Background: an optimization exercise with open tools, aiming at small area. Do not read the settings as production practice.
RTL that was checked went through simulation tests only; none was proved equivalent to the original.
No functional check of the RTL was part of run 2.
Power figures rest on the tool's default switching activity, not on a simulated workload.

==> flow/design.v <==
`default_nettype none
package qpu_pkg;
  localparam int XLEN        = 32;
  localparam int INSTR_WIDTH = 32;
  localparam int RFIDX_WIDTH = 4;
  localparam int IMM_WIDTH   = 16;
  localparam int TIME_WIDTH  = 20;
  localparam int QUBIT_NUM   = 8;
  localparam int RF_NUM = 2 ** RFIDX_WIDTH;
  typedef logic [INSTR_WIDTH-1:0] instr_t;
  typedef logic [XLEN-1:0]        data_t;
  typedef logic [RFIDX_WIDTH-1:0] rfidx_t;
  typedef logic [TIME_WIDTH-1:0]  time_t;
  typedef logic [QUBIT_NUM-1:0]   qubits_t;
  typedef enum logic [3:0] {
    OP_NOP     = 4'd0,
    OP_ADD     = 4'd1,
    OP_ADDI    = 4'd2,
    OP_QWAIT   = 4'd3,
    OP_MEASURE = 4'd4,
    OP_FMR     = 4'd5
  } opcode_e;
endpackage
`default_nettype wire
`timescale 1ns/1ns
`default_nettype none
module qpu_exu_fa
(
  input  logic a,
  input  logic b,
  input  logic ci,
  output logic s,
  output logic co
);
  assign s  = a ^ b ^ ci;
  assign co = (a & b) | (ci & (a ^ b));
endmodule
module qpu_exu_ha
(
  input  logic a,
  input  logic b,
  output logic s,
  output logic co
);
  assign s  = a ^ b;
  assign co = a & b;
endmodule
module qpu_exu_alu
#(
  parameter int NB = 5,
  parameter logic [8*NB+7:0] BND = {8'd32, 8'd26, 8'd20, 8'd14, 8'd7, 8'd0}
)
(
  input  logic [31:0] i_a,
  input  logic [31:0] i_b,
  output logic [31:0] o_sum
);
  logic [NB:0] bc;
  assign bc[0] = 1'b0;
  for (genvar k = 0; k < NB; k++)
  begin : g_blk
    localparam int LO = int'(BND[8*k +: 8]);
    localparam int HI = int'(BND[8*(k+1) +: 8]);
    localparam int W  = HI - LO;
    logic [W:1]   c0;    
    logic [W-1:0] s0;    
    qpu_exu_ha u_ha0 (.a (i_a[LO]), .b (i_b[LO]), .s (s0[0]), .co (c0[1]));
    for (genvar i = 1; i < W; i++)
    begin : g_fa
      qpu_exu_fa u_fa (.a (i_a[LO+i]), .b (i_b[LO+i]), .ci (c0[i]), .s (s0[i]), .co (c0[i+1]));
    end
    if (k == 0)
    begin : g_first
      assign o_sum[HI-1:LO] = s0;
      assign bc[k+1] = c0[W];
    end
    else
    begin : g_inc
      logic [W-1:0] t;   
      assign t[0] = bc[k];
      for (genvar i = 0; i < W-1; i++)
      begin : g_ha
        qpu_exu_ha u_ha (.a (s0[i]), .b (t[i]), .s (o_sum[LO+i]), .co (t[i+1]));
      end
      assign o_sum[HI-1] = s0[W-1] ^ t[W-1];
      assign bc[k+1] = c0[W] | (bc[k] & (&s0));
    end
  end
endmodule
`default_nettype wire
`timescale 1ns/1ns
`default_nettype none
module qpu_exu_aoi222
(
  input  logic s0, d0,
  input  logic s1, d1,
  input  logic s2, d2,
  output logic y
);
  assign y = !((s0 && d0) || (s1 && d1) || (s2 && d2));
endmodule
module qpu_exu_hold
(
  input  logic en,
  input  logic en_n,
  input  logic w,
  input  logic q,
  output logic d
);
  assign d = (en && w) || (en_n && q);
endmodule
module qpu_exu_holdv
#(
  parameter int W = 1
)
(
  input  logic         en,
  input  logic [W-1:0] w,
  input  logic [W-1:0] q,
  output logic [W-1:0] d
);
  for (genvar b = 0; b < W; b++)
  begin : g_bit
    qpu_exu_hold u_hold (.en (en), .en_n (!en), .w (w[b]), .q (q[b]), .d (d[b]));
  end
endmodule
`default_nettype wire
`timescale 1ns/1ns
`default_nettype none
import qpu_pkg::*;
module qpu_exu
(
  input  logic    clk,
  input  logic    i_arst_n,
  input  logic    i_instr_valid,
  output logic    o_instr_ready,
  input  qpu_pkg::instr_t  i_instr,
  output logic    o_tiq_valid,
  input  logic    i_tiq_ready,
  output qpu_pkg::time_t   o_tiq_time,
  output logic    o_evq_valid,
  input  logic    i_evq_ready,
  output qpu_pkg::time_t   o_evq_time,
  output qpu_pkg::qubits_t o_evq_qubits,
  input  logic    i_mcu_valid,
  input  qpu_pkg::qubits_t i_mcu_result,
  output logic    o_wb_valid,
  output qpu_pkg::rfidx_t  o_wb_rdidx,
  output qpu_pkg::data_t   o_wb_data
);
  logic [3:0]  op;
  logic [3:0]  rd, rs1, rs2;
  logic [15:0] imm;
  assign op  = i_instr[31:28];
  assign rd  = i_instr[27:24];
  assign rs1 = i_instr[23:20];
  assign rs2 = i_instr[19:16];
  assign imm = i_instr[15:0];
  logic is_add, is_addi, is_qwait, is_meas, is_fmr, is_wb;
  assign is_add   = (op == 4'd1);
  assign is_addi  = (op == 4'd2);
  assign is_qwait = (op == 4'd3);
  assign is_meas  = (op == 4'd4);
  assign is_fmr   = (op == 4'd5);
  assign is_wb    = is_add | is_addi | is_fmr;
  logic a_rf, a_time, b_rf, b_imm, b_sext, b_fmr;
  assign a_rf   = !op[2] && !(op[1] && op[0]);                  
  assign a_time = (op[1] && op[0]) || (op[2] && !op[0]);        
  assign b_rf   = !op[2] && !op[1] && op[0];                    
  assign b_imm  = !op[2] && op[1];                              
  assign b_sext = !op[2] && op[1] && !op[0];                    
  assign b_fmr  = op[2] && op[0];                               
  qpu_pkg::data_t regs [1:15];
  logic [15:1]    rf_vld;
  qpu_pkg::time_t time_q;
  logic           time_vld;
  qpu_pkg::qubits_t meas_q;
  qpu_pkg::qubits_t oitf_mem [4];
  logic [3:0] oitf_vld;
  logic [3:0] wr_oh;      
  logic       oitf_full;
  logic [3:0] head_oh;
  qpu_pkg::qubits_t head_mask, last_mask;
  qpu_pkg::qubits_t pending;
  always_comb
  begin
    pending = '0;
    for (int i = 0; i < 4; i++)
      if (oitf_vld[i])
        pending = pending | oitf_mem[i];
  end
  logic fmr_stall, meas_stall, qwait_stall, issue;
  assign fmr_stall   = is_fmr && pending[imm[2:0]];
  assign meas_stall  = is_meas && (oitf_full || (o_evq_valid && !i_evq_ready));
  assign qwait_stall = is_qwait && o_tiq_valid && !i_tiq_ready;
  assign o_instr_ready = !(fmr_stall || meas_stall || qwait_stall);
  assign issue = i_instr_valid && o_instr_ready;
  logic [15:1] sel_a, sel_b;
  always_comb
  begin
    for (int i = 1; i < 16; i++)
    begin
      sel_a[i] = a_rf && rf_vld[i] && (rs1 == 4'(i));
      sel_b[i] = b_rf && rf_vld[i] && (rs2 == 4'(i));
    end
  end
  logic [4:0] ya [32];
  logic [4:0] yb [32];
  for (genvar b = 0; b < 32; b++)
  begin : g_rd
    for (genvar g = 0; g < 5; g++)
    begin : g_grp
      qpu_exu_aoi222 u_a (
        .s0 (sel_a[3*g+1]), .d0 (regs[3*g+1][b]),
        .s1 (sel_a[3*g+2]), .d1 (regs[3*g+2][b]),
        .s2 (sel_a[3*g+3]), .d2 (regs[3*g+3][b]),
        .y  (ya[b][g])
      );
      qpu_exu_aoi222 u_b (
        .s0 (sel_b[3*g+1]), .d0 (regs[3*g+1][b]),
        .s1 (sel_b[3*g+2]), .d1 (regs[3*g+2][b]),
        .s2 (sel_b[3*g+3]), .d2 (regs[3*g+3][b]),
        .y  (yb[b][g])
      );
    end
  end
  qpu_pkg::data_t opa, opb, sum;
  always_comb
  begin
    for (int b = 0; b < 32; b++)
    begin
      opa[b] = !(&ya[b]);
      opb[b] = !(&yb[b]);
    end
    opa[19:0] = opa[19:0] | ({20{a_time && time_vld}} & time_q);
    opb[15:0] = opb[15:0] | ({16{b_imm}} & imm);
    opb[31:16] = opb[31:16] | {16{b_sext && imm[15]}};
    opb[0] = opb[0] | (b_fmr && meas_q[imm[2:0]]);
  end
  qpu_exu_alu u_add (.i_a(opa), .i_b(opb), .o_sum(sum));
  logic rf_we;
  assign rf_we = issue && is_wb;
  logic [15:1] rf_wen;
  always_comb
    for (int i = 1; i < 16; i++)
      rf_wen[i] = rf_we && (rd == 4'(i));
  qpu_pkg::data_t regs_d [1:15];
  for (genvar i = 1; i < 16; i++)
  begin : g_rf
    for (genvar b = 0; b < 32; b++)
    begin : g_bit
      qpu_exu_hold u_hold (
        .en   (rf_wen[i]),
        .en_n (!rf_wen[i]),
        .w    (sum[b]),
        .q    (regs[i][b]),
        .d    (regs_d[i][b])
      );
    end
  end
  always_ff @(posedge clk)
  begin
    for (int i = 1; i < 16; i++)
      regs[i] <= regs_d[i];
  end
  always_ff @(posedge clk or negedge i_arst_n)
  begin
    if (!i_arst_n)
    begin
      rf_vld   <= '0;
      time_vld <= 1'b0;
    end
    else
    begin
      for (int i = 1; i < 16; i++)
        if (rf_we && (rd == 4'(i)))
          rf_vld[i] <= 1'b1;
      if (issue && is_qwait)
        time_vld <= 1'b1;
    end
  end
  logic issue_qwait;
  assign issue_qwait = issue && is_qwait;
  qpu_pkg::time_t time_d;
  qpu_exu_holdv #(.W(20)) u_time_hold (
    .en (issue_qwait), .w (sum[19:0]), .q (time_q), .d (time_d)
  );
  always_ff @(posedge clk)
    time_q <= time_d;
  assign o_tiq_time = time_q;
  logic oitf_push, oitf_pop;
  assign oitf_push = issue && is_meas;
  assign oitf_pop  = i_mcu_valid;
  assign oitf_full = &oitf_vld;
  always_comb
  begin
    for (int e = 0; e < 4; e++)
      head_oh[e] = oitf_full ? wr_oh[e] : (oitf_vld[e] && !oitf_vld[(e+3)%4]);
    head_mask = '0;
    last_mask = '0;
    for (int e = 0; e < 4; e++)
    begin
      head_mask = head_mask | ({8{head_oh[e]}} & oitf_mem[e]);
      last_mask = last_mask | ({8{wr_oh[(e+1)%4]}} & oitf_mem[e]);
    end
  end
  always_ff @(posedge clk or negedge i_arst_n)
  begin
    if (!i_arst_n)
    begin
      oitf_vld <= '0;
      wr_oh    <= 4'b0001;
      meas_q   <= '0;
    end
    else
    begin
      for (int e = 0; e < 4; e++)
        oitf_vld[e] <= (oitf_push && wr_oh[e]) || (oitf_vld[e] && !(oitf_pop && head_oh[e]));
      if (oitf_push)
        wr_oh <= {wr_oh[2:0], wr_oh[3]};
      if (oitf_pop)
        meas_q <= (meas_q & ~head_mask) | (i_mcu_result & head_mask);
    end
  end
  for (genvar e = 0; e < 4; e++)
  begin : g_oitf
    qpu_pkg::qubits_t mem_d;
    qpu_exu_holdv #(.W(8)) u_hold (
      .en (oitf_push && wr_oh[e]), .w (imm[7:0]), .q (oitf_mem[e]), .d (mem_d)
    );
    always_ff @(posedge clk)
      oitf_mem[e] <= mem_d;
  end
  assign o_evq_qubits = last_mask;
  qpu_pkg::time_t   evq_time_d;
  qpu_exu_holdv #(.W(20)) u_evq_time_hold (
    .en (oitf_push), .w (sum[19:0]), .q (o_evq_time), .d (evq_time_d)
  );
  always_ff @(posedge clk or negedge i_arst_n)
  begin
    if (!i_arst_n)
    begin
      o_tiq_valid <= 1'b0;
      o_evq_valid <= 1'b0;
      o_wb_valid  <= 1'b0;
    end
    else
    begin
      if (issue && is_qwait)
        o_tiq_valid <= 1'b1;
      else if (i_tiq_ready)
        o_tiq_valid <= 1'b0;
      if (oitf_push)
        o_evq_valid <= 1'b1;
      else if (i_evq_ready)
        o_evq_valid <= 1'b0;
      o_wb_valid <= rf_we;
    end
  end
  always_ff @(posedge clk)
  begin
    o_evq_time   <= evq_time_d;
    o_wb_rdidx <= rd;
    o_wb_data  <= sum;
  end
endmodule
`default_nettype wire
==> flow/flow/run.sh <==
#!/bin/bash
# Standard ORFS layout with smaller port buffers and a leaner clock tree.
set -euo pipefail
bash standard.sh \
  BUFFER_PORTS_ARGS="-buffer_cell sky130_fd_sc_hd__buf_1" \
  CTS_ARGS="-sink_clustering_enable -repair_clock_nets -dont_use_dummy_load -buf_list sky130_fd_sc_hd__clkbuf_16 -sink_clustering_size 36 -sink_clustering_max_diameter 80" \
  finish > standard.log 2>&1
==> flow/standard.sh <==
#!/bin/bash
# synth_recipe.tcl (not shown) runs the flow's synth.tcl, then flattens the netlist and writes it again
# the make line also repeats each setting of config.mk as NAME=value (left out here)
make -C /OpenROAD-flow-scripts/flow DESIGN_CONFIG=/design/flow/config.mk WORK_HOME=/design/flow/orfs CLKGATE_MAP_FILE= SYNTH_SCRIPT=/design/flow/synth_recipe.tcl "${@:-finish}"
==> flow/config.mk <==
export PLATFORM = sky130hd
export DESIGN_NAME = qpu_exu
export DESIGN_NICKNAME = qpu_exu
export VERILOG_FILES = /design/flow/design.v
export SDC_FILE = /design/flow/constraint.sdc
export NUM_CORES = 4
export LEC_CHECK = 0
export CAP_MARGIN = 10
export CORE_MARGIN = 2
export CORE_UTILIZATION = 40
export SLEW_MARGIN = 10
export SYNTH_HIERARCHICAL = 1
export SYNTH_MINIMUM_KEEP_SIZE = 0
==> flow/constraint.sdc <==
create_clock -name core_clock -period 9.0 [get_ports {clk}]
set_input_delay 1.8000 -clock core_clock [delete_from_list [all_inputs] [get_ports {clk}]]
set_output_delay 1.8000 -clock core_clock [all_outputs]
set_load 0.01 [all_outputs]
==> results of run 1 <==
-- Yosys cell counts, types with 5 or more instances --
cell,number
a21o_1,13
nand2_1,66
a22o_1,574
ha_1,26
dfrtp_1,34
or2_2,11
and3_1,87
nor3b_1,5
nand2b_1,8
inv_1,14
a22oi_1,24
and2_1,9
mux2_2,8
nor2b_1,9
nand3_1,20
nand4_1,56
clkbuf_1,11
o21ai_0,9
dfxtp_1,588
a222oi_1,320
nor2_1,22
fa_1,27
o21bai_1,10
-- area by class of cell --
type / count / area [sq um] / share of cell area
Inverter: 14 / 52.6 / 0.00191
Tap cell: 782 / 978 / 0.0356
Multi-Input combinational cell: 1358 / 11800 / 0.431
Timing Repair Buffer: 211 / 1160 / 0.0423
Clock buffer: 31 / 776 / 0.0283
Sequential cell: 623 / 12600 / 0.461
-- worst register-to-register path: stages (launching register included) --
cell and delay (ns):
dfrtp_1 0.47, and3_2 0.30, a222oi_1 0.35, nand3_1 0.17, a211oi_1 0.23, o21ai_0 0.13
ha_1 0.22, fa_1 0.41, fa_1 0.41, fa_1 0.42, fa_1 0.41, fa_1 0.39
fa_1 0.44, nand4_1 0.14, o21bai_2 0.16, a21o_2 0.24, ha_1 0.18, ha_1 0.18
ha_1 0.18, ha_1 0.18, ha_1 0.18, xor2_1 0.95, a22o_1 0.31
-- routing by layer --
metal / part of all wire / GRT usage / up-vias
li1: - / - / 9390
met4: 0.056 / 0.145 / 2
met3: 0.11 / 0.0595 / 377
met5: 0.0011 / 0.0170 / -
met2: 0.45 / 0.499 / 1813
met1: 0.39 / 0.405 / 11300
-- metrics by stage --
stage	setup WS, ns	power (mW)	instance area (sq um)
6_report	0.480	4.85	27500
2_1_floorplan	0.717	3.22	24500
5_1_grt	0.162	4.99	27500
3_3_place_gp	0.232	3.39	26700
3_5_place_dp	0.0109	3.40	26700
4_1_cts	0.604	4.85	27500
-- power groups by stage --
stage | Combinational, mW | Sequential (mW) | Clock, mW
after global placement | 0.346 | 3.04 | 0
final | 0.360 | 2.99 | 1.50
after CTS | 0.354 | 2.98 | 1.52
after floorplan | 0.191 | 3.03 | 0
after detailed placement | 0.354 | 3.04 | 0
after global routing | 0.383 | 3.00 | 1.61
-- how the worst min path moves through the flow --
| stage | start | slack [ns] | to | cells after the start |
|---|---|---|---|---|
| floorplan | time_vld | 0.43 | time_vld | 1 |
| global placement | time_vld | 0.44 | time_vld | 1 |
| detailed placement | time_vld | 0.45 | time_vld | 1 |
| CTS | time_vld | 0.47 | time_vld | 1 |
| global route | time_vld | 0.50 | time_vld | 1 |
| finish | time_vld | 0.47 | time_vld | 1 |
-- Yosys stat by module, one instance, submodules excluded, excerpt --
module | area (sq um) | copies in the design
qpu_exu_ha | 12.5 | 26
qpu_exu_fa | 20.0 | 27
qpu_exu_aoi222 | 10.0 | 320
qpu_exu_hold | 8.76 | 552
qpu_exu | 15400 | 1
qpu_exu_alu | 119 | 1
-- sequential cells by signal, summed over array words and instances, names as in the netlist, named ones only --
| signal | cells |
|---|---|
| oitf_vld | 4 |
| rf_vld | 15 |
| o_evq_valid | 1 |
| oitf_mem | 32 |
| time_q | 20 |
| o_wb_data | 32 |
| o_wb_rdidx | 4 |
| time_vld | 1 |
| regs | 480 |
| wr_oh | 4 |
| o_evq_time | 20 |
| o_wb_valid | 1 |
| o_tiq_valid | 1 |
-- cells by family after synthesis --
kind of cell | count (synthesis)
adder cells (fa/ha/maj) | 53
multiplexers | 12
flip-flops | 623
XOR/XNOR | 4
buffers and inverters | 35
AO/OA/AOI/OAI | 970
AND/OR/NAND/NOR | 319
==> flow_metrics.env, run 1 <==
export IMPL_drv_cap=0
export IMPL_diodes=0
export IMPL_postLayoutCoreUtil=0.454
export IMPL_r2r_end="regs[6][25]"
export IMPL_period_needed_ns=8.52
export IMPL_cp_slowest_cell="xor2_1"
export IMPL_clock_latency_ns=0.64
export IMPL_overflow=0
export IMPL_max_freq_ghz=0.117
export IMPL_drtAntennaViolNets=0
export IMPL_r2r_slack_ns=1.90
export IMPL_cts_sinks=623
export IMPL_synthMuxAreaShare=0.00634
export IMPL_vias=22900
export IMPL_ys_warn_count=14
export IMPL_final_cell_mix="dfxtp_1, a22o_1, a222oi_1"
export IMPL_cp_required_ns=9.54
export IMPL_cts_resized_gates=0
export IMPL_synth_top_family_by_area="compound AO/OA/AOI/OAI gates"
export IMPL_die_y_microns=251
export IMPL_start_util=0.405
export IMPL_relSlewSlack=0.135
export IMPL_path_max_fanout=16
export IMPL_reg2regPathDepth=22
export IMPL_die_area_sq_um=63200
export IMPL_synth_xor_area_frac=0.00143
export IMPL_avgSynthCellArea_sq_um=12.1
export IMPL_finalNonFillerCells=3019
export IMPL_hpwlAfterDp_mm=63.3
export IMPL_synth_seq_cells=623
export IMPL_seqPwrFrac=0.617
export IMPL_synthTopCellsByArea="dfxtp_1, a22o_1, a222oi_1"
export IMPL_min_path_type="reg -> reg"
export IMPL_rsz0062_at_grt="no"
export IMPL_post_cts_buffers=0
export IMPL_htree_num_levels=1
export IMPL_crit_type="in -> reg"
export IMPL_switching_share=0.251
export IMPL_startpoint="i_instr[29]"
export IMPL_async_flop_share=0.0562
export IMPL_drv_slew=0
export IMPL_wl_per_cell_microns=34.2
export IMPL_rows=90
export IMPL_post_route_drc_count=0
export IMPL_ys_flop_type="dfxtp_1"
export IMPL_finalSetupTns_ns=0
export IMPL_tightest_slew_ns=1.30
export IMPL_ys_types=61
export IMPL_cts_tree="built"
export IMPL_seq_area_frac_synth=0.517
export IMPL_power_density_nw_per_um2=177
export IMPL_antenna_found_initial=0
export IMPL_clk_pin_slew_worst_paths_ns=0.08
export IMPL_synth_simple_gate_area_frac=0.0735
export IMPL_run_status="complete, no violations"
export IMPL_skew_ns=0.0502
export IMPL_synth_compound_area_frac=0.360
export IMPL_cp_end_kind="register"
export IMPL_coreArea_sq_um=60500
export IMPL_die_w_microns=251
export IMPL_gr_usage_all_layers=0.312
export IMPL_vias_per_cell=7.59
export IMPL_yosysTopAreaCell="dfxtp_1"
export IMPL_grt_pass1_wl_mm=149
export IMPL_syn_area_sq_um=24500
export IMPL_timing_rr_start="rf_vld[7]"
export IMPL_clkPwrFrac=0.309
export IMPL_yosys_area_share_adder=0.0354
export IMPL_place_congestion=0.958
export IMPL_drtPass1Iterations=12
export IMPL_layout_drive_gt1_share=0.0863
export IMPL_peakVddDrop_v=0.000140
export IMPL_nets=2338
export IMPL_synth_top_cell_area_share=0.481
export IMPL_hold_violations=0
export IMPL_whs_ns=0.468
export IMPL_design_portCount=134
export IMPL_grt_pass1_vias=22000
export IMPL_crit_path_max_incr_delay_ns=0.95
export IMPL_wl_mm=103
export IMPL_critPathLaunchType="input port"
export IMPL_p_comb_frac=0.074
export IMPL_finalSetupViolCount=0
export IMPL_numCtsBuffers=31
export IMPL_intPower_mw=3.63
export IMPL_fin_crit_sh=0.947
export IMPL_fill_cells=5529
export IMPL_place_inst=2988
export IMPL_synth_edf_count=0
export IMPL_syn2layout_area_growth_pct=12.2
export IMPL_portBuffers=133
export IMPL_path_depth=26
export IMPL_synth_fp_nets=2115
export IMPL_hold_buffers=0
export IMPL_p_switching_mw=1.22
export IMPL_leakagePower_nw=10.2
export IMPL_crit_family="adder cells"
export IMPL_cp_arrival_ns=9.06
export IMPL_cp_buffers_inverters=1
export IMPL_endpoint="regs[6][25]"
export IMPL_cts_root_buf="clkbuf_16"
export IMPL_grt_max_degree=36
export IMPL_final_common_cell="dfxtp_1"
export IMPL_syn_inst=2016
export IMPL_cts_buffer_depth=3
export IMPL_drt_iter0_markers=4747
==> inputs of run 2 (changes only) <==
--- a/flow/design.v
+++ b/flow/design.v
@@ -99,6 +99,17 @@
 );
   assign y = !((s0 && d0) || (s1 && d1) || (s2 && d2));
 endmodule
+module qpu_exu_sel
+(
+  input  logic        i_en,
+  input  logic [15:1] i_vld,
+  input  logic [3:0]  i_idx,
+  output logic [15:1] o_sel
+);
+  always_comb
+    for (int i = 1; i < 16; i++)
+      o_sel[i] = i_en && i_vld[i] && (i_idx == 4'(i));
+endmodule
 module qpu_exu_hold
 (
   input  logic en,
@@ -195,14 +206,12 @@
   assign qwait_stall = is_qwait && o_tiq_valid && !i_tiq_ready;
   assign o_instr_ready = !(fmr_stall || meas_stall || qwait_stall);
   assign issue = i_instr_valid && o_instr_ready;
-  logic [15:1] sel_a, sel_b;
-  always_comb
-  begin
-    for (int i = 1; i < 16; i++)
-    begin
-      sel_a[i] = a_rf && rf_vld[i] && (rs1 == 4'(i));
-      sel_b[i] = b_rf && rf_vld[i] && (rs2 == 4'(i));
-    end
+  logic [15:1] sel_a [2];
+  logic [15:1] sel_b [2];
+  for (genvar h = 0; h < 2; h++)
+  begin : g_sel
+    qpu_exu_sel u_sel_a (.i_en (a_rf), .i_vld (rf_vld), .i_idx (rs1), .o_sel (sel_a[h]));
+    qpu_exu_sel u_sel_b (.i_en (b_rf), .i_vld (rf_vld), .i_idx (rs2), .o_sel (sel_b[h]));
   end
   logic [4:0] ya [32];
   logic [4:0] yb [32];
@@ -211,15 +220,15 @@
     for (genvar g = 0; g < 5; g++)
     begin : g_grp
       qpu_exu_aoi222 u_a (
-        .s0 (sel_a[3*g+1]), .d0 (regs[3*g+1][b]),
-        .s1 (sel_a[3*g+2]), .d1 (regs[3*g+2][b]),
-        .s2 (sel_a[3*g+3]), .d2 (regs[3*g+3][b]),
+        .s0 (sel_a[b/16][3*g+1]), .d0 (regs[3*g+1][b]),
+        .s1 (sel_a[b/16][3*g+2]), .d1 (regs[3*g+2][b]),
+        .s2 (sel_a[b/16][3*g+3]), .d2 (regs[3*g+3][b]),
         .y  (ya[b][g])
       );
       qpu_exu_aoi222 u_b (
-        .s0 (sel_b[3*g+1]), .d0 (regs[3*g+1][b]),
-        .s1 (sel_b[3*g+2]), .d1 (regs[3*g+2][b]),
-        .s2 (sel_b[3*g+3]), .d2 (regs[3*g+3][b]),
+        .s0 (sel_b[b/16][3*g+1]), .d0 (regs[3*g+1][b]),
+        .s1 (sel_b[b/16][3*g+2]), .d1 (regs[3*g+2][b]),
+        .s2 (sel_b[b/16][3*g+3]), .d2 (regs[3*g+3][b]),
         .y  (yb[b][g])
       );
     end
==> flow/flow/run.sh (replaced) <==
#!/bin/bash
# Standard ORFS layout with smaller port buffers and a leaner clock tree.
set -euo pipefail
bash standard.sh \
  BUFFER_PORTS_ARGS="-buffer_cell sky130_fd_sc_hd__buf_1" \
  CTS_ARGS="-sink_clustering_enable -repair_clock_nets -dont_use_dummy_load -buf_list sky130_fd_sc_hd__clkbuf_16 -sink_clustering_size 30 -sink_clustering_max_diameter 80" \
  finish > standard.log 2>&1
==> run 2 against run 1 <==
Global-route usage is 0.42 points higher; largest cell class unchanged; final cell count is 3.3% higher; sequential share of layout area is 0.98 points lower; clock power is 8% higher; via count is 3.5% higher; highest routed layer unchanged; critical path depth is 2 lower; still clean.
==> flow_metrics.env, run 2 <==
export IMPL_run_status="complete, no violations"
export IMPL_final_cell_mix="dfxtp_1, a22o_1, a222oi_1"
export IMPL_design_portCount=134
export IMPL_hold_end="time_vld"
export IMPL_ys_flop_type="dfxtp_1"
export IMPL_critPathLaunchType="input port"
export IMPL_fill_cells=5610
export IMPL_drv_slew=0
export IMPL_cp_end_kind="register"
export IMPL_leakagePower_nw=10.7
export IMPL_synth_seq_cells=623
export IMPL_synth_xor_area_frac=0.00141
export IMPL_coreArea_sq_um=61500
export IMPL_p_switching_mw=1.29
export IMPL_cts_tree="built"
export IMPL_overflow=0
export IMPL_drt_iter0_markers=4867
export IMPL_postLayoutCoreUtil=0.456
export IMPL_die_y_microns=253
export IMPL_wl_mm=105
export IMPL_r2r_end="regs[10][31]"
export IMPL_syn_inst=2065
export IMPL_synth_commonest_cells="dfxtp_1, a22o_1, a222oi_1"
export IMPL_finalSetupViolCount=0
export IMPL_intPower_mw=3.72
export IMPL_tightest_slew_ns=1.23
export IMPL_cts_sinks=623
export IMPL_synth_most_common_cell="dfxtp_1"
export IMPL_place_inst=3082
export IMPL_die_area_sq_um=64100
export IMPL_clock_latency_ns=0.62
export IMPL_place_congestion=1.04
export IMPL_grt_pass1_vias=22100
export IMPL_async_flop_share=0.0562
export IMPL_yosysTopAreaCell="dfxtp_1"
export IMPL_p_comb_frac=0.076
export IMPL_grt_pass1_wl_mm=152
export IMPL_seq_area_sq_um=12600
export IMPL_drtAntennaViolNets=0
export IMPL_seq_area_frac_synth=0.510
export IMPL_synthTopCellsByArea="dfxtp_1, a22o_1, a222oi_1"
export IMPL_multiInputGateArea_sq_um=12000
export IMPL_cp_arrival_ns=9.33
export IMPL_syn2layout_area_growth_pct=13.0
export IMPL_skew_ns=0.0686
export IMPL_synth_edf_count=0
export IMPL_drtPass1Iterations=13
export IMPL_reg_top3="regs (480), o_wb_data (32), oitf_mem (32)"
export IMPL_hpwlAfterDp_mm=69.1
export IMPL_largest_register_ffs=480
export IMPL_synth_simple_gate_area_frac=0.0857
export IMPL_gr_usage_all_layers=0.316
export IMPL_cts_resized_gates=0
export IMPL_cp_required_ns=9.52
export IMPL_clk_pin_slew_worst_paths_ns=0.08
export IMPL_reg2regPathDepth=21
export IMPL_syn_area_sq_um=24800
export IMPL_top_register="regs"
export IMPL_timing_rr_start="rf_vld[9]"
export IMPL_htree_num_levels=2
export IMPL_die_w_microns=253
export IMPL_synth_compound_area_frac=0.353
export IMPL_synth_fp_nets=2164
export IMPL_wl_per_cell_microns=33.6
export IMPL_grt_max_degree=36
export IMPL_synth_top_family_by_area="compound AO/OA/AOI/OAI gates"
export IMPL_min_path_type="reg -> reg"
export IMPL_yosys_area_share_adder=0.0349
export IMPL_rsz0062_at_grt="no"
export IMPL_post_cts_buffers=0
export IMPL_min_from="time_vld"
export IMPL_seqPwrFrac=0.600
export IMPL_nets=2428
export IMPL_finalNonFillerCells=3119
export IMPL_ys_types=60
export IMPL_period_needed_ns=8.81
export IMPL_path_max_fanout=16
export IMPL_ys_warn_count=17
export IMPL_vias_per_cell=7.61
export IMPL_rows=91
export IMPL_fin_crit_sh=0.979
export IMPL_r2r_slack_ns=1.76
export IMPL_cts_root_buf="clkbuf_16"
export IMPL_hold_buffers=0
export IMPL_final_common_cell="dfxtp_1"
export IMPL_crit_type="in -> reg"
export IMPL_drv_cap=0
export IMPL_post_route_drc_count=0
export IMPL_antenna_found_initial=5
export IMPL_peakVddDrop_v=0.000103
export IMPL_layout_drive_gt1_share=0.0958
export IMPL_synthMuxAreaShare=0.00625
export IMPL_switching_share=0.257
export IMPL_max_freq_ghz=0.114
export IMPL_cts_buffer_depth=3
export IMPL_vias=23700
export IMPL_startpoint="i_instr[28]"
export IMPL_hold_violations=0
export IMPL_portBuffers=133
export IMPL_avgSynthCellArea_sq_um=12.0
export IMPL_clkPwrFrac=0.323
export IMPL_finalSetupTns_ns=0
export IMPL_numCtsBuffers=35
export IMPL_start_util=0.404
export IMPL_power_density_nw_per_um2=179
export IMPL_whs_ns=0.463
export IMPL_holdPathStages=1
export IMPL_relSlewSlack=0.175
export IMPL_synth_top_cell_area_share=0.474
## run 2: worst max-delay path by stage
stage | end | slack [ns]
after CTS | regs[3][31] | 0.45
after global routing | regs[10][31] | 0.03
after floorplan | regs[3][31] | 1.09
after detailed placement | regs[9][31] | -0.14
final | regs[10][31] | 0.19
after global placement | regs[2][31] | 0.08
## run 2: through the flow
| stage | cell area, sq um | power [mW] | setup slack, ns |
|---|---|---|---|
| global placement | 27200 | 3.43 | 0.0813 |
| CTS | 28000 | 5.02 | 0.450 |
| detailed placement | 27200 | 3.43 | -0.142 |
| global route | 28000 | 5.15 | 0.0268 |
| floorplan | 24800 | 3.23 | 1.09 |
| finish | 28000 | 5.01 | 0.193 |
## run 2: layout make-up
type | count | share of cell area
Sequential cell | 623 | 0.451
Inverter | 24 | 0.00321
Multi-Input combinational cell | 1395 | 0.430
Clock buffer | 35 | 0.0312
Antenna cell | 2 | 0.000178
Timing Repair Buffer | 250 | 0.0496
Tap cell | 790 | 0.0352
## run 2: kinds of logic (layout without fill, tap and decap cells)
kind of cell	after synthesis	after routing
xor gates and xnor gates	4	4
other	0	2
DFF	623	623
buffers and inverters	47	309
adders and majority gates	53	53
AOI/OAI and AO/OA	965	965
and+or+nand+nor	361	361
muxes	12	12
## run 2: power groups by stage
stage	registers, mW	logic [mW]	clock network [mW]
detailed placement	3.06	0.375	0
floorplan	3.03	0.197	0
global route	3.02	0.406	1.73
global placement	3.06	0.367	0
finish	3.01	0.383	1.62
CTS	3.00	0.376	1.64
## run 2: worst max-delay path, cell delays in order
cell      delay [ns]
buf_1           0.21
a21oi_1         0.32
and3b_1         0.34
and3_1          0.34
a222oi_1        0.41
and3_1          0.22
nand4_1         0.10
ha_1            0.23
fa_1            0.39
fa_1            0.40
fa_1            0.41
fa_1            0.40
fa_1            0.40
fa_1            0.57
nand4_1         0.11
o21bai_2        0.36
a31o_1          0.25
ha_1            0.17
ha_1            0.16
ha_1            0.16
ha_1            0.15
ha_1            0.16
xor2_1          0.96
a22o_1          0.29
## run 2: layer usage
layer / part of all wire / global-route usage / routed length, microns / up-vias
li1: - / - / - / 9633
met1: 0.40 / 0.442 / 42000 / 11800
met2: 0.42 / 0.462 / 43600 / 1986
met3: 0.14 / 0.0805 / 14200 / 351
met4: 0.047 / 0.128 / 4890 / 8
met5: 0.00076 / 0.00618 / 80 / -
## run 2: Yosys stat by module, one instance, submodules excluded, a selection
module,area [sq um],cells
qpu_exu_sel,170,25
qpu_exu_hold,8.76,1
qpu_exu_alu,119,18
qpu_exu_fa,20.0,1
qpu_exu,15100,1016
qpu_exu_ha,12.5,1
qpu_exu_aoi222,10.0,1
==> inputs of run 3 (changes only) <==
--- a/flow/design.v
+++ b/flow/design.v
@@ -99,17 +99,6 @@
 );
   assign y = !((s0 && d0) || (s1 && d1) || (s2 && d2));
 endmodule
-module qpu_exu_sel
-(
-  input  logic        i_en,
-  input  logic [15:1] i_vld,
-  input  logic [3:0]  i_idx,
-  output logic [15:1] o_sel
-);
-  always_comb
-    for (int i = 1; i < 16; i++)
-      o_sel[i] = i_en && i_vld[i] && (i_idx == 4'(i));
-endmodule
 module qpu_exu_hold
 (
   input  logic en,
@@ -188,10 +177,9 @@
   qpu_pkg::qubits_t meas_q;
   qpu_pkg::qubits_t oitf_mem [4];
   logic [3:0] oitf_vld;
-  logic [3:0] wr_oh;      
   logic       oitf_full;
   logic [3:0] head_oh;
-  qpu_pkg::qubits_t head_mask, last_mask;
+  qpu_pkg::qubits_t head_mask;
   qpu_pkg::qubits_t pending;
   always_comb
   begin
@@ -206,12 +194,14 @@
   assign qwait_stall = is_qwait && o_tiq_valid && !i_tiq_ready;
   assign o_instr_ready = !(fmr_stall || meas_stall || qwait_stall);
   assign issue = i_instr_valid && o_instr_ready;
-  logic [15:1] sel_a [2];
-  logic [15:1] sel_b [2];
-  for (genvar h = 0; h < 2; h++)
-  begin : g_sel
-    qpu_exu_sel u_sel_a (.i_en (a_rf), .i_vld (rf_vld), .i_idx (rs1), .o_sel (sel_a[h]));
-    qpu_exu_sel u_sel_b (.i_en (b_rf), .i_vld (rf_vld), .i_idx (rs2), .o_sel (sel_b[h]));
+  logic [15:1] sel_a, sel_b;
+  always_comb
+  begin
+    for (int i = 1; i < 16; i++)
+    begin
+      sel_a[i] = a_rf && rf_vld[i] && (rs1 == 4'(i));
+      sel_b[i] = b_rf && rf_vld[i] && (rs2 == 4'(i));
+    end
   end
   logic [4:0] ya [32];
   logic [4:0] yb [32];
@@ -220,15 +210,15 @@
     for (genvar g = 0; g < 5; g++)
     begin : g_grp
       qpu_exu_aoi222 u_a (
-        .s0 (sel_a[b/16][3*g+1]), .d0 (regs[3*g+1][b]),
-        .s1 (sel_a[b/16][3*g+2]), .d1 (regs[3*g+2][b]),
-        .s2 (sel_a[b/16][3*g+3]), .d2 (regs[3*g+3][b]),
+        .s0 (sel_a[3*g+1]), .d0 (regs[3*g+1][b]),
+        .s1 (sel_a[3*g+2]), .d1 (regs[3*g+2][b]),
+        .s2 (sel_a[3*g+3]), .d2 (regs[3*g+3][b]),
         .y  (ya[b][g])
       );
       qpu_exu_aoi222 u_b (
-        .s0 (sel_b[b/16][3*g+1]), .d0 (regs[3*g+1][b]),
-        .s1 (sel_b[b/16][3*g+2]), .d1 (regs[3*g+2][b]),
-        .s2 (sel_b[b/16][3*g+3]), .d2 (regs[3*g+3][b]),
+        .s0 (sel_b[3*g+1]), .d0 (regs[3*g+1][b]),
+        .s1 (sel_b[3*g+2]), .d1 (regs[3*g+2][b]),
+        .s2 (sel_b[3*g+3]), .d2 (regs[3*g+3][b]),
         .y  (yb[b][g])
       );
     end
@@ -300,33 +290,29 @@
   logic oitf_push, oitf_pop;
   assign oitf_push = issue && is_meas;
   assign oitf_pop  = i_mcu_valid;
-  assign oitf_full = &oitf_vld;
+  assign oitf_full = oitf_vld[3];
   always_comb
   begin
     for (int e = 0; e < 4; e++)
-      head_oh[e] = oitf_full ? wr_oh[e] : (oitf_vld[e] && !oitf_vld[(e+3)%4]);
+      head_oh[e] = oitf_vld[e] && !((e < 3) ? oitf_vld[(e+1)%4] : 1'b0);
     head_mask = '0;
-    last_mask = '0;
     for (int e = 0; e < 4; e++)
-    begin
       head_mask = head_mask | ({8{head_oh[e]}} & oitf_mem[e]);
-      last_mask = last_mask | ({8{wr_oh[(e+1)%4]}} & oitf_mem[e]);
-    end
   end
   always_ff @(posedge clk or negedge i_arst_n)
   begin
     if (!i_arst_n)
     begin
       oitf_vld <= '0;
-      wr_oh    <= 4'b0001;
       meas_q   <= '0;
     end
     else
     begin
-      for (int e = 0; e < 4; e++)
-        oitf_vld[e] <= (oitf_push && wr_oh[e]) || (oitf_vld[e] && !(oitf_pop && head_oh[e]));
-      if (oitf_push)
-        wr_oh <= {wr_oh[2:0], wr_oh[3]};
+      case ({oitf_push, oitf_pop})
+        2'b10:   oitf_vld <= {oitf_vld[2:0], 1'b1};
+        2'b01:   oitf_vld <= {1'b0, oitf_vld[3:1]};
+        default: oitf_vld <= oitf_vld;
+      endcase
       if (oitf_pop)
         meas_q <= (meas_q & ~head_mask) | (i_mcu_result & head_mask);
     end
@@ -335,12 +321,12 @@
   begin : g_oitf
     qpu_pkg::qubits_t mem_d;
     qpu_exu_holdv #(.W(8)) u_hold (
-      .en (oitf_push && wr_oh[e]), .w (imm[7:0]), .q (oitf_mem[e]), .d (mem_d)
+      .en (oitf_push), .w ((e == 0) ? imm[7:0] : oitf_mem[(e+3)%4]), .q (oitf_mem[e]), .d (mem_d)
     );
     always_ff @(posedge clk)
       oitf_mem[e] <= mem_d;
   end
-  assign o_evq_qubits = last_mask;
+  assign o_evq_qubits = oitf_mem[0];
   qpu_pkg::time_t   evq_time_d;
   qpu_exu_holdv #(.W(20)) u_evq_time_hold (
     .en (oitf_push), .w (sum[19:0]), .q (o_evq_time), .d (evq_time_d)
==> flow/flow/run.sh (replaced) <==
#!/bin/bash
# Standard ORFS layout with smaller port buffers and a leaner clock tree.
set -euo pipefail
bash standard.sh \
  BUFFER_PORTS_ARGS="-buffer_cell sky130_fd_sc_hd__buf_1" \
  CTS_ARGS="-sink_clustering_enable -repair_clock_nets -dont_use_dummy_load -buf_list sky130_fd_sc_hd__clkbuf_16 -sink_clustering_size 30 -sink_clustering_max_diameter 85" \
  finish > standard.log 2>&1
==> run 3 against run 2 <==
Highest routed layer is now met4; largest power group unchanged; sequential cell count decreased by 4; setup slack improved by 0.27 ns; count of clock-buffer cells in the layout decreased by 5; largest cell class unchanged.
==> flow_metrics.env, run 3 <==
export IMPL_run_status="complete, no violations"
export IMPL_top_register="regs"
export IMPL_hold_buffers=0
export IMPL_largest_register_ffs=480
export IMPL_die_y_microns=250
export IMPL_cts_resized_gates=0
export IMPL_drv_cap=0
export IMPL_fill_cells=5527
export IMPL_cts_sinks=619
export IMPL_postLayoutCoreUtil=0.453
export IMPL_synth_top_cell_area_share=0.488
export IMPL_critPathLaunchType="input port"
export IMPL_cts_tree="built"
export IMPL_layout_drive_gt1_share=0.0961
export IMPL_grt_pass1_wl_mm=152
export IMPL_portBuffers=133
export IMPL_synth_edf_count=0
export IMPL_wl_mm=106
export IMPL_async_flop_share=0.0501
export IMPL_post_route_drc_count=0
export IMPL_min_from="o_evq_time[2]"
export IMPL_final_cell_mix="dfxtp_1, a22o_1, a222oi_1"
export IMPL_hold_violations=0
export IMPL_finalSetupTns_ns=0
export IMPL_ys_types=55
export IMPL_timing_rr_start="rf_vld[1]"
export IMPL_ys_flop_type="dfxtp_1"
export IMPL_numCtsBuffers=30
export IMPL_drtAntennaViolNets=0
export IMPL_cts_buffer_depth=3
export IMPL_wl_per_cell_microns=35.4
export IMPL_hold_end="o_evq_time[2]"
export IMPL_stdcell_area_sq_um=27200
export IMPL_finalSetupViolCount=0
export IMPL_cp_end_kind="register"
export IMPL_min_path_type="reg -> reg"
export IMPL_synth_most_common_cell="dfxtp_1"
export IMPL_drt_iter0_markers=5167
export IMPL_crit_type="in -> reg"
export IMPL_reg_top3="regs (480), o_wb_data (32), oitf_mem (32)"
export IMPL_clk_pin_slew_worst_paths_ns=0.11
export IMPL_cp_arrival_ns=9.10
export IMPL_whs_ns=0.475
export IMPL_rsz0062_at_grt="no"
export IMPL_placed_area_sq_um=26500
export IMPL_avgSynthCellArea_sq_um=12.2
export IMPL_r2r_end="regs[10][31]"
export IMPL_skew_ns=0.0808
export IMPL_power_density_nw_per_um2=186
export IMPL_design_portCount=134
export IMPL_gr_usage_all_layers=0.323
export IMPL_start_util=0.402
export IMPL_syn_inst=1982
export IMPL_period_needed_ns=8.54
export IMPL_seq_area_frac_synth=0.520
export IMPL_path_max_fanout=16
export IMPL_vias_per_cell=7.69
export IMPL_max_freq_ghz=0.117
export IMPL_relSlewSlack=0.106
export IMPL_cp_required_ns=9.57
export IMPL_nets=2319
export IMPL_yosysTopAreaCell="dfxtp_1"
export IMPL_cts_root_buf="clkbuf_16"
export IMPL_hpwlAfterDp_mm=64.1
export IMPL_overflow=0
export IMPL_coreArea_sq_um=60000
export IMPL_fin_crit_sh=0.948
export IMPL_leakagePower_nw=10.1
export IMPL_vias=23100
export IMPL_synth_seq_cells=619
export IMPL_grt_max_degree=58
export IMPL_die_area_sq_um=62300
export IMPL_synthTopCellsByArea="dfxtp_1, a22o_1, a222oi_1"
export IMPL_clock_latency_ns=0.66
export IMPL_place_ws_ns=0.0517
export IMPL_diodes=0
export IMPL_peakVddDrop_v=0.000166
export IMPL_setup_ws_ns=0.465
export IMPL_syn_area_sq_um=24100
export IMPL_drv_slew=0
export IMPL_tightest_slew_ns=1.34
export IMPL_synth_fp_nets=2082
export IMPL_drtPass1Iterations=15
export IMPL_r2r_slack_ns=1.75
export IMPL_die_w_microns=250
export IMPL_final_common_cell="dfxtp_1"
export IMPL_htree_num_levels=1
export IMPL_post_cts_buffers=0
export IMPL_holdPathStages=1
export IMPL_antenna_found_initial=0
export IMPL_grt_pass1_vias=22500
export IMPL_reg2regPathDepth=23
export IMPL_place_congestion=0.989
export IMPL_rows=90
export IMPL_syn2layout_area_growth_pct=12.8
export IMPL_ys_warn_count=14
export IMPL_synth_commonest_cells="dfxtp_1, a22o_1, a222oi_1"
run 3: changes by cell type in the layout (fill, tap and decap cells not counted), sizes merged, moves of 8 or more:
cell   change
a22oi     -26
buf       -22
and2      -17
and3      -17
a21o      -15
a31o      +15
inv       -13
o21ai     +11
a22o      -10
and3b      -8
nand3      +8
run 3: power breakdown:
part           leakage (nW)  switching, mW  internal (mW)  total [mW]
Clock                 0.370          0.895          0.593        1.49
Sequential             5.16          0.170           2.92        3.09
Combinational          4.55          0.278          0.207       0.485
Total                  10.1           1.34           3.72        5.07
run 3: per-stage QoR:
step | std cells | power [mW]
floorplan | 1982 | 3.40
global placement | 2969 | 3.61
detailed placement | 2969 | 3.62
CTS | 2999 | 5.06
global route | 2999 | 5.22
finish | 2999 | 5.07
run 3: routing by layer:
metal	share of wire	global-route usage
met2	0.43	0.496
met4	0.058	0.160
met3	0.14	0.0845
met5	0	0
met1	0.37	0.422
run 3: cell families (layout without fill, tap and decap cells):
group / after synthesis / count (layout) / share of synthesized area
adders and majority gates: 54 / 54 / 0.0364
xor gates and xnor gates: 4 / 4 / 0.00145
AOI/OAI and AO/OA: 936 / 936 / 0.353
DFF: 619 / 619 / 0.520
muxes: 15 / 15 / 0.00809
and+or+nand+nor: 321 / 321 / 0.0745
buffers and inverters: 33 / 268 / 0.00705
run 3: Yosys stat by module, one instance, submodules excluded, a selection:
module | cells | times used | area [sq um]
qpu_exu_ha | 1 | 26 | 12.5
qpu_exu_alu | 18 | 1 | 119
qpu_exu | 1033 | 1 | 15100
qpu_exu_fa | 1 | 27 | 20.0
qpu_exu_aoi222 | 1 | 320 | 10.0
qpu_exu_hold | 1 | 552 | 8.76
run 3: critical path: stages:
cell	delay, ns
buf_1	0.15
nand2b_1	0.16
or2_2	0.20
or3_1	0.29
nor2_4	0.08
a222oi_1	0.40
nand2_1	0.11
a211oi_1	0.26
o21ai_0	0.13
ha_1	0.25
fa_1	0.44
fa_1	0.41
fa_1	0.39
fa_1	0.40
fa_1	0.41
fa_1	0.51
nand4_1	0.16
o21bai_2	0.14
a31o_1	0.21
ha_1	0.19
ha_1	0.21
ha_1	0.19
ha_1	0.18
ha_1	0.20
xor2_1	0.93
a22o_1	0.29
run 3: area by class of cell:
class,instances,area (sq um),share of cell area
Multi-Input combinational cell,1330,11600,0.426
Timing Repair Buffer,228,1310,0.0483
Tap cell,782,978,0.0360
Clock buffer,30,751,0.0276
Sequential cell,619,12500,0.461
Inverter,10,37.5,0.00138
run 3: worst max-delay path by stage:
stage	from	to	slack, ns	cells after the start
6_report	i_instr[29]	regs[10][31]	0.46	26
5_1_grt	i_instr[29]	regs[5][31]	0.20	26
3_5_place_dp	i_instr[29]	regs[10][31]	0.05	26
3_3_place_gp	i_instr[29]	regs[8][31]	0.17	26
2_1_floorplan	i_instr[29]	regs[10][31]	0.83	24
4_1_cts	i_instr[29]	regs[10][31]	0.67	26
==> inputs of run 4 (changes only) <==
==> flow/flow/run.sh (replaced) <==
#!/bin/bash
# Standard ORFS layout with smaller port buffers and a leaner clock tree.
set -euo pipefail
bash standard.sh \
  BUFFER_PORTS_ARGS="-buffer_cell sky130_fd_sc_hd__buf_1" \
  CTS_ARGS="-sink_clustering_enable -repair_clock_nets -dont_use_dummy_load -buf_list sky130_fd_sc_hd__clkbuf_16 -sink_clustering_size 30 -sink_clustering_max_diameter 80" \
  finish > standard.log 2>&1
--- a/flow/config.mk
+++ b/flow/config.mk
@@ -5,9 +5,9 @@
 export SDC_FILE = /design/flow/constraint.sdc
 export NUM_CORES = 4
 export LEC_CHECK = 0
-export CAP_MARGIN = 10
+export CAP_MARGIN = 0
 export CORE_MARGIN = 2
 export CORE_UTILIZATION = 40
-export SLEW_MARGIN = 10
+export SLEW_MARGIN = 0
 export SYNTH_HIERARCHICAL = 1
 export SYNTH_MINIMUM_KEEP_SIZE = 0
==> run 4 against run 3 <==
Still clean on timing, DRC and antenna; die area is the same; worst hold slack worse by 0.0052 ns; global-route usage about the same; maximum frequency is 0.61% higher; first-iteration DRC count hardly changed; register-to-register slack improved by 0.09 ns; clock power barely moved; final cell count did not move; cell area unchanged; critical endpoint unchanged.
==> flow_metrics.env, run 4 <==
export IMPL_start_util=0.402
export IMPL_drtAntennaViolNets=0
export IMPL_cts_resized_gates=0
export IMPL_async_flop_share=0.0501
export IMPL_max_freq_ghz=0.118
export IMPL_finalSetupViolCount=0
export IMPL_design_portCount=134
export IMPL_largest_register_ffs=480
export IMPL_peakVddDrop_v=0.000164
export IMPL_synthMuxAreaShare=0.00809
export IMPL_cts_buffer_depth=3
export IMPL_drv_slew=0
export IMPL_reg2regPathDepth=23
export IMPL_crit_type="in -> reg"
export IMPL_hold_violations=0
export IMPL_clock_latency_ns=0.66
export IMPL_routed_top_layer="met4"
export IMPL_critPathLaunchType="input port"
export IMPL_grt_max_degree=58
export IMPL_synth_top_family_by_area="compound AO/OA/AOI/OAI gates"
export IMPL_crit_path_max_incr_delay_ns=0.93
export IMPL_fill_cells=5523
export IMPL_synth_edf_count=0
export IMPL_synth_seq_cells=619
export IMPL_cts_tree="built"
export IMPL_numCtsBuffers=30
export IMPL_vias=23200
export IMPL_avgSynthCellArea_sq_um=12.2
export IMPL_leakagePower_nw=10.1
export IMPL_synth_top_cell_area_share=0.488
export IMPL_final_cell_mix="dfxtp_1, a22o_1, a222oi_1"
export IMPL_gr_usage_all_layers=0.323
export IMPL_wl_per_cell_microns=35.4
export IMPL_r2r_slack_ns=1.84
export IMPL_rows=90
export IMPL_rsz0062_at_grt="no"
export IMPL_path_max_fanout=16
export IMPL_layout_drive_gt1_share=0.0961
export IMPL_wl_met1_mm=39.1
export IMPL_synth_simple_gate_area_frac=0.0745
export IMPL_drtPass1Iterations=11
export IMPL_portBuffers=133
export IMPL_grt_pass1_vias=22500
export IMPL_skew_ns=0.0731
export IMPL_synth_commonest_cells="dfxtp_1, a22o_1, a222oi_1"
export IMPL_htree_num_levels=1
export IMPL_post_route_drc_count=0
export IMPL_fin_crit_sh=0.943
export IMPL_yosysTopAreaCell="dfxtp_1"
export IMPL_hold_buffers=0
export IMPL_syn_inst=1982
export IMPL_finalSetupTns_ns=0
export IMPL_syn_area_sq_um=24100
export IMPL_drv_cap=0
export IMPL_place_congestion=0.989
export IMPL_grt_pass1_wl_mm=152
export IMPL_vias_per_cell=7.72
export IMPL_wl_mm=106
export IMPL_hold_end="o_evq_time[2]"
export IMPL_r2r_end="regs[10][31]"
export IMPL_power_density_nw_per_um2=186
export IMPL_period_needed_ns=8.48
export IMPL_ys_warn_count=14
export IMPL_cp_end_kind="register"
export IMPL_min_from="o_evq_time[2]"
export IMPL_ys_flop_type="dfxtp_1"
export IMPL_nets=2319
export IMPL_die_y_microns=250
export IMPL_wl_met2_mm=46.0
export IMPL_cp_arrival_ns=9.06
export IMPL_hpwlAfterDp_mm=64.1
export IMPL_wl_met3_mm=15.1
export IMPL_cts_root_buf="clkbuf_16"
export IMPL_timing_rr_start="rf_vld[1]"
export IMPL_diodes=0
export IMPL_min_path_type="reg -> reg"
export IMPL_syn2layout_area_growth_pct=12.8
export IMPL_top_register="regs"
export IMPL_cp_slowest_cell="xor2_1"
export IMPL_clk_pin_slew_worst_paths_ns=0.11
export IMPL_seq_area_frac_synth=0.520
export IMPL_crit_family="adder cells"
export IMPL_relSlewSlack=0.109
export IMPL_overflow=0
export IMPL_synth_fp_nets=2082
export IMPL_cts_sinks=619
export IMPL_coreArea_sq_um=60000
export IMPL_die_area_sq_um=62300
export IMPL_cp_buffers_inverters=1
export IMPL_synthTopCellsByArea="dfxtp_1, a22o_1, a222oi_1"
export IMPL_yosys_area_share_adder=0.0364
export IMPL_die_w_microns=250
export IMPL_drt_iter0_markers=5169
export IMPL_tightest_slew_ns=1.34
export IMPL_ys_types=55
export IMPL_cp_required_ns=9.58
export IMPL_antenna_found_initial=0
export IMPL_synth_xor_area_frac=0.00145
export IMPL_run_status="complete, no violations"
export IMPL_total_power_mw=5.06
export IMPL_synth_most_common_cell="dfxtp_1"
export IMPL_reg_top3="regs (480), o_wb_data (32), oitf_mem (32)"
export IMPL_final_common_cell="dfxtp_1"
export IMPL_post_cts_buffers=0
export IMPL_holdPathStages=1
export IMPL_whs_ns=0.470
export IMPL_synth_compound_area_frac=0.353
==> run 4: worst max path at each step <==
stage	cells after the start	from	slack, ns	end
2_1_floorplan	24	i_instr[29]	0.83	regs[10][31]
3_3_place_gp	26	i_instr[29]	0.17	regs[8][31]
3_5_place_dp	26	i_instr[29]	0.05	regs[10][31]
4_1_cts	26	i_instr[29]	0.66	regs[10][31]
5_1_grt	26	i_instr[29]	0.22	regs[5][31]
6_report	26	i_instr[29]	0.52	regs[10][31]
==> run 4: stage by stage <==
stage | instances | cell area [sq um] | util | setup WS (ns)
floorplan | 1982 | 24100 | - | 0.830
global placement | 2969 | 26500 | 0.441 | 0.167
detailed placement | 2969 | 26500 | 0.441 | 0.0517
CTS | 2999 | 27200 | 0.453 | 0.665
global route | 2999 | 27200 | 0.453 | 0.220
finish | 2999 | 27200 | 0.453 | 0.516
==> run 4: routing by layer <==
layer | up-vias | global-route usage
met5 | - | 0
met4 | 0 | 0.162
met3 | 440 | 0.0861
met2 | 2054 | 0.496
met1 | 11400 | 0.419
li1 | 9260 | -
==> run 4: final cells by class <==
cell class	count	area (sq um)	area share
timing repair buffer	228	1310	0.0483
sequential	619	12500	0.461
inverter	10	37.5	0.00138
multi-input combinational	1330	11600	0.426
tap	782	978	0.0360
clock buffer	30	751	0.0276
==> run 4: logic make-up after synthesis <==
kind of cell             Yosys count
AO/OA/AOI/OAI                    936
XOR/XNOR                           4
flip-flops                       619
AND/OR/NAND/NOR                  321
adder cells (fa/ha/maj)           54
buffers and inverters             33
multiplexers                      15
==> run 4: worst reg2reg max path: stages (launching register included) <==
cell and delay (ns):
dfrtp_1 0.48, nand3b_1 0.19, nor2_4 0.06, a222oi_1 0.41
nand2_1 0.11, a211oi_1 0.25, o21ai_0 0.13, ha_1 0.25
fa_1 0.44, fa_1 0.41, fa_1 0.39, fa_1 0.41
fa_1 0.41, fa_1 0.51, nand4_1 0.16, o21bai_2 0.13
a31o_1 0.21, ha_1 0.19, ha_1 0.20, ha_1 0.19
ha_1 0.18, ha_1 0.19, xor2_1 0.93, a22o_1 0.30
==> run 4: Yosys stat by module (local to each module, per instance), a selection <==
module,copies in the design,flops+latches,cell area (sq um)
qpu_exu,1,619,15100
qpu_exu_alu,1,0,119
qpu_exu_fa,27,0,20.0
qpu_exu_ha,26,0,12.5
qpu_exu_aoi222,320,0,10.0
qpu_exu_hold,552,0,8.76
==> run 4: where the power goes <==
part | leakage, nW | internal (mW) | switching (mW)
Combinational | 4.55 | 0.207 | 0.278
Clock | 0.370 | 0.593 | 0.895
Sequential | 5.16 | 2.92 | 0.170
Total | 10.1 | 3.72 | 1.34
==> inputs of run 5 (changes only) <==
==> flow/config.mk (replaced) <==
export PLATFORM = sky130hd
export DESIGN_NAME = qpu_exu
export DESIGN_NICKNAME = qpu_exu
export VERILOG_FILES = /design/flow/design.v
export SDC_FILE = /design/flow/constraint.sdc
export NUM_CORES = 4
export LEC_CHECK = 0
export CAP_MARGIN = 10
export CORE_MARGIN = 2
export CORE_UTILIZATION = 50
export SLEW_MARGIN = 10
export SYNTH_HIERARCHICAL = 1
export SYNTH_MINIMUM_KEEP_SIZE = 0
==> run 5 against run 4 <==
Area after synthesis did not move; first-iteration DRC count is 10% lower; utilization increased by 12 points; global-route usage is 8.1 points higher; setup slack got worse by 0.10 ns; via count decreased by 0.52%; routed wire length is 1.3% lower; maximum frequency decreased by 1.2%; sequential cell count unchanged; final cell count is 5.3% lower.
==> flow_metrics.env, run 5 <==
export IMPL_synth_commonest_cells="dfxtp_1, a22o_1, a222oi_1"
export IMPL_setup_ws_ns=0.417
export IMPL_placed_area_sq_um=26300
export IMPL_nets=2326
export IMPL_rows=80
export IMPL_grt_pass1_wl_mm=149
export IMPL_cp_end_kind="register"
export IMPL_wl_mm=105
export IMPL_wl_met2_mm=43.8
export IMPL_max_freq_ghz=0.117
export IMPL_power_density_nw_per_um2=191
export IMPL_place_congestion=0.918
export IMPL_synth_seq_cells=619
export IMPL_critPathLaunchType="input port"
export IMPL_finalNonFillerCells=2841
export IMPL_die_y_microns=224
export IMPL_timing_rr_start="rf_vld[6]"
export IMPL_r2r_slack_ns=1.89
export IMPL_wl_met1_mm=39.8
export IMPL_overflow=0
export IMPL_avgSynthCellArea_sq_um=12.2
export IMPL_ys_flop_type="dfxtp_1"
export IMPL_relSlewSlack=0.141
export IMPL_die_w_microns=224
export IMPL_drv_cap=0
export IMPL_reg_top3="regs (480), o_wb_data (32), oitf_mem (32)"
export IMPL_rsz0062_at_grt="no"
export IMPL_gr_usage_all_layers=0.404
export IMPL_leakagePower_nw=10.2
export IMPL_post_cts_buffers=0
export IMPL_synth_fp_nets=2082
export IMPL_fin_crit_sh=0.954
export IMPL_syn2layout_area_growth_pct=12.8
export IMPL_layout_drive_gt1_share=0.0989
export IMPL_min_from="o_evq_time[18]"
export IMPL_place_ws_ns=-0.0200
export IMPL_r2r_end="regs[11][31]"
export IMPL_syn_inst=1982
export IMPL_vias_per_cell=8.11
export IMPL_drt_iter0_markers=4654
export IMPL_antenna_found_initial=3
export IMPL_cp_arrival_ns=9.10
export IMPL_start_util=0.507
export IMPL_final_cell_mix="dfxtp_1, a22o_1, a222oi_1"
export IMPL_clk_pin_slew_worst_paths_ns=0.07
export IMPL_largest_register_ffs=480
export IMPL_routed_top_layer="met5"
export IMPL_finalSetupTns_ns=0
export IMPL_hpwlAfterDp_mm=60.6
export IMPL_post_route_drc_count=0
export IMPL_hold_violations=0
export IMPL_skew_ns=0.0652
export IMPL_crit_type="in -> reg"
export IMPL_place_inst=2803
export IMPL_hold_end="o_evq_time[18]"
export IMPL_synth_edf_count=0
export IMPL_wl_met3_mm=15.2
export IMPL_peakVddDrop_v=0.000151
export IMPL_wl_per_cell_microns=36.9
export IMPL_finalSetupViolCount=0
export IMPL_yosysTopAreaCell="dfxtp_1"
export IMPL_ys_types=55
export IMPL_syn_area_sq_um=24100
export IMPL_reg2regPathDepth=22
export IMPL_htree_num_levels=2
export IMPL_die_area_sq_um=50000
export IMPL_ys_warn_count=14
export IMPL_drv_slew=0
export IMPL_synthTopCellsByArea="dfxtp_1, a22o_1, a222oi_1"
export IMPL_top_register="regs"
export IMPL_grt_max_degree=56
export IMPL_path_max_fanout=28
export IMPL_postLayoutCoreUtil=0.571
export IMPL_numCtsBuffers=36
export IMPL_seq_area_frac_synth=0.520
export IMPL_coreArea_sq_um=47600
export IMPL_grt_pass1_vias=21600
export IMPL_async_flop_share=0.0501
export IMPL_portBuffers=133
export IMPL_crit_path_max_incr_delay_ns=0.89
export IMPL_clock_latency_ns=0.61
export IMPL_stdcell_area_sq_um=27200
export IMPL_cp_slowest_cell="xor2_1"
export IMPL_cts_sinks=619
export IMPL_cts_tree="built"
export IMPL_total_power_mw=5.20
export IMPL_design_portCount=134
export IMPL_holdPathStages=1
export IMPL_whs_ns=0.473
export IMPL_cp_required_ns=9.51
export IMPL_cts_root_buf="clkbuf_16"
export IMPL_hold_buffers=0
export IMPL_synth_top_cell_area_share=0.488
export IMPL_vias=23000
export IMPL_drtPass1Iterations=14
export IMPL_min_path_type="reg -> reg"
export IMPL_tightest_slew_ns=1.29
export IMPL_cp_common_cell="fa_1"
export IMPL_cts_buffer_depth=3
export IMPL_synth_most_common_cell="dfxtp_1"
export IMPL_period_needed_ns=8.58
export IMPL_drtAntennaViolNets=0
export IMPL_run_status="complete, no violations"
export IMPL_cts_resized_gates=0
export IMPL_final_common_cell="dfxtp_1"
==> run 5: cell counts after synthesis <==
Identical to the previous run, type by type.
==> run 5: worst max path at each step <==
stage / slack [ns] / cells after the start / startpoint / endpoint
2_1_floorplan: 0.83 / 24 / i_instr[29] / regs[10][31]
3_3_place_gp: 0.13 / 26 / i_instr[29] / regs[12][31]
5_1_grt: 0.07 / 25 / i_instr[28] / regs[11][31]
3_5_place_dp: -0.02 / 25 / i_instr[28] / regs[10][31]
6_report: 0.42 / 25 / i_instr[28] / regs[11][31]
4_1_cts: 0.56 / 26 / i_instr[29] / regs[11][31]
==> run 5: worst max-delay path: cells and delay by family <==
family,cells,cell delay (ns)
and+or+nand+nor,7,1.30
adders and majority gates,11,3.46
buffers and inverters,2,0.47
AOI/OAI and AO/OA,4,1.14
xor gates and xnor gates,1,0.89
==> run 5: final cells by class <==
type,count,area [sq um]
flip-flops and latches,619,12500
inverters,10,37.5
multi-input cells,1330,11600
clock buffers,36,901
well taps,615,769
fillers,4072,20400
diodes,2,5.00
repair buffers,229,1370
==> run 5: logic make-up (layout without fill, tap and decap cells) <==
family          after synthesis  after routing  synth area share
fa+ha+maj                    54             54            0.0364
xor+xnor                      4              4           0.00145
simple gates                321            321            0.0745
other cells                   0              2                 0
flops                       619            619             0.520
buf+inv                      33            275           0.00705
compound gates              936            936             0.353
mux                          15             15           0.00809
==> run 5: report_power, final <==
group | switching (mW) | internal [mW]
clock network | 0.915 | 0.715
registers | 0.166 | 2.92
logic | 0.274 | 0.211
==> run 5: modules after synthesis (local to each module, per instance), a selection <==
module	cells	area, sq um
qpu_exu_aoi222	1	10.0
qpu_exu_hold	1	8.76
qpu_exu_ha	1	12.5
qpu_exu	1033	15100
qpu_exu_fa	1	20.0
qpu_exu_alu	18	119
==> run 5: routing by layer <==
layer | track usage | vias up
met2 | 0.589 | 1950
met1 | 0.541 | 11400
li1 | - | 9287
met3 | 0.120 | 401
met5 | 0.00489 | -
met4 | 0.211 | 4
==> inputs of run 6 (changes only) <==
--- a/flow/config.mk
+++ b/flow/config.mk
@@ -7,7 +7,7 @@
 export LEC_CHECK = 0
 export CAP_MARGIN = 10
 export CORE_MARGIN = 2
-export CORE_UTILIZATION = 50
+export CORE_UTILIZATION = 30
 export SLEW_MARGIN = 10
 export SYNTH_HIERARCHICAL = 1
 export SYNTH_MINIMUM_KEEP_SIZE = 0
==> run 6 against run 5 <==
Still clean on timing, DRC and antenna; cell area up 1.5%; sequential power about the same; routed wire length rose by 3.6%; first-iteration DRC count up 0.30%; global-route usage shrank 15 points; maximum frequency down 0.94%; worst hold slack worse by 0.0063 ns; clock skew increased by 0.050 ns; count of clock-buffer cells in the layout increased by 1; setup slack lost 0.081 ns; die area grew 65%; sequential cell count unchanged; largest cell class unchanged; largest power group unchanged.
==> flow_metrics.env, run 6 <==
export IMPL_run_status="complete, no violations"
export IMPL_total_power_mw=5.26
export IMPL_finalSetupViolCount=0
export IMPL_cts_sinks=619
export IMPL_die_y_microns=288
export IMPL_syn2layout_area_growth_pct=14.4
export IMPL_drtPass1Iterations=12
export IMPL_critPathLaunchType="input port"
export IMPL_relSlewSlack=0.112
export IMPL_clk_pin_slew_worst_paths_ns=0.07
export IMPL_grt_max_degree=48
export IMPL_antenna_found_initial=1
export IMPL_hold_buffers=0
export IMPL_syn_inst=1982
export IMPL_wl_mm=109
export IMPL_holdPathStages=1
export IMPL_rsz0062_at_grt="no"
export IMPL_synth_fp_nets=2082
export IMPL_gr_usage_all_layers=0.250
export IMPL_syn_area_sq_um=24100
export IMPL_synth_commonest_cells="dfxtp_1, a22o_1, a222oi_1"
export IMPL_grt_pass1_wl_mm=155
export IMPL_grt_pass1_vias=22700
export IMPL_switching_share=0.266
export IMPL_post_cts_buffers=0
export IMPL_design_portCount=134
export IMPL_drt_iter0_markers=4668
export IMPL_placed_area_sq_um=26700
export IMPL_p_switching_mw=1.40
export IMPL_synthTopCellsByArea="dfxtp_1, a22o_1, a222oi_1"
export IMPL_clkPwrFrac=0.319
export IMPL_drv_slew=0
export IMPL_numCtsBuffers=37
export IMPL_min_path_type="reg -> reg"
export IMPL_hpwlAfterDp_mm=63.5
export IMPL_post_route_drc_count=0
export IMPL_place_congestion=0.942
export IMPL_largest_register_ffs=480
export IMPL_synth_most_common_cell="dfxtp_1"
export IMPL_whs_ns=0.467
export IMPL_cp_arrival_ns=9.20
export IMPL_synth_top_cell_area_share=0.488
export IMPL_reg2regPathDepth=22
export IMPL_intPower_mw=3.86
export IMPL_drtAntennaViolNets=0
export IMPL_stdcell_area_sq_um=27600
export IMPL_synth_seq_cells=619
export IMPL_die_area_sq_um=82700
export IMPL_finalSetupTns_ns=0
==> run 6: cell types whose count changed in the layout (fill, tap and decap cells not counted), sizes merged <==
cell / change
clkbuf: +1
buf: -24
==> run 6: power by group through the flow <==
stage | combinational, mW | sequential [mW] | clock, mW
final | 0.486 | 3.10 | 1.68
after global routing | 0.519 | 3.11 | 1.79
after CTS | 0.481 | 3.09 | 1.70
after detailed placement | 0.480 | 3.15 | 0
after global placement | 0.468 | 3.14 | 0
after floorplan | 0.295 | 3.10 | 0
==> run 6: cells by family (layout without fill, tap and decap cells) <==
kind of cell,after synthesis,count (layout),synth area share
other,0,2,0
flip-flops,619,619,0.520
buffers and inverters,33,252,0.00705
AO/OA/AOI/OAI,936,936,0.353
multiplexers,15,15,0.00809
AND/OR/NAND/NOR,321,321,0.0745
adder cells (fa/ha/maj),54,54,0.0364
XOR/XNOR,4,4,0.00145
==> run 6: worst paths after layout <==
kind,from,to
setup / recovery,i_instr[28],regs[13][31]
max in group asynchronous,i_arst_n,async pin
hold reg to reg,o_evq_time[14],o_evq_time[14]
setup reg to reg,rf_vld[10],regs[13][31]
hold / removal,o_evq_time[14],o_evq_time[14]
min in group asynchronous,i_arst_n,async pin
==> run 6: area by class of cell <==
| cell class | count | share of cell area |
|---|---|---|
| timing repair buffer | 205 | 0.0427 |
| multi-input combinational | 1330 | 0.420 |
| sequential | 619 | 0.454 |
| tap | 1060 | 0.0480 |
| clock buffer | 37 | 0.0335 |
| inverter | 10 | 0.00136 |
| antenna | 2 | 0.000181 |
==> run 6: Yosys stat by module, one instance, submodules excluded, a selection <==
module | flip-flops and latches | cells | area, sq um | times used
qpu_exu | 619 | 1033 | 15100 | 1
qpu_exu_alu | 0 | 18 | 119 | 1
qpu_exu_aoi222 | 0 | 1 | 10.0 | 320
qpu_exu_fa | 0 | 1 | 20.0 | 27
qpu_exu_ha | 0 | 1 | 12.5 | 26
qpu_exu_hold | 0 | 1 | 8.76 | 552
==> run 6: stage by stage <==
step / util / worst slack (ns) / cells
4_1_cts: 0.345 / 0.510 / 3261
2_1_floorplan: - / 0.830 / 1982
3_5_place_dp: 0.333 / -0.0556 / 3224
3_3_place_gp: 0.333 / 0.0903 / 3224
6_report: 0.345 / 0.335 / 3263
5_1_grt: 0.345 / 0.0568 / 3261
==> run 6: worst max-delay path: cells and delay by family <==
kind	cells	cell delay (ns)
AO/OA/AOI/OAI	4	1.26
XOR/XNOR	1	0.94
adder cells (fa/ha/maj)	12	3.67
buffers and inverters	1	0.16
AND/OR/NAND/NOR	7	1.35
==> run 6: layer usage <==
metal | global-route usage | routed length [microns]
met1 | 0.316 | 40400
met2 | 0.392 | 47800
met3 | 0.0697 | 14600
met4 | 0.123 | 6020
met5 | 0 | 0

Check on run 6: ideal ports give 0.335 ns setup slack; a clkbuf_16 on the clock port and buf_2 on the inputs give 0.359 ns; moving port delays by the midpoint clock arrival (0.645 ns) as well gives -0.286 ns.
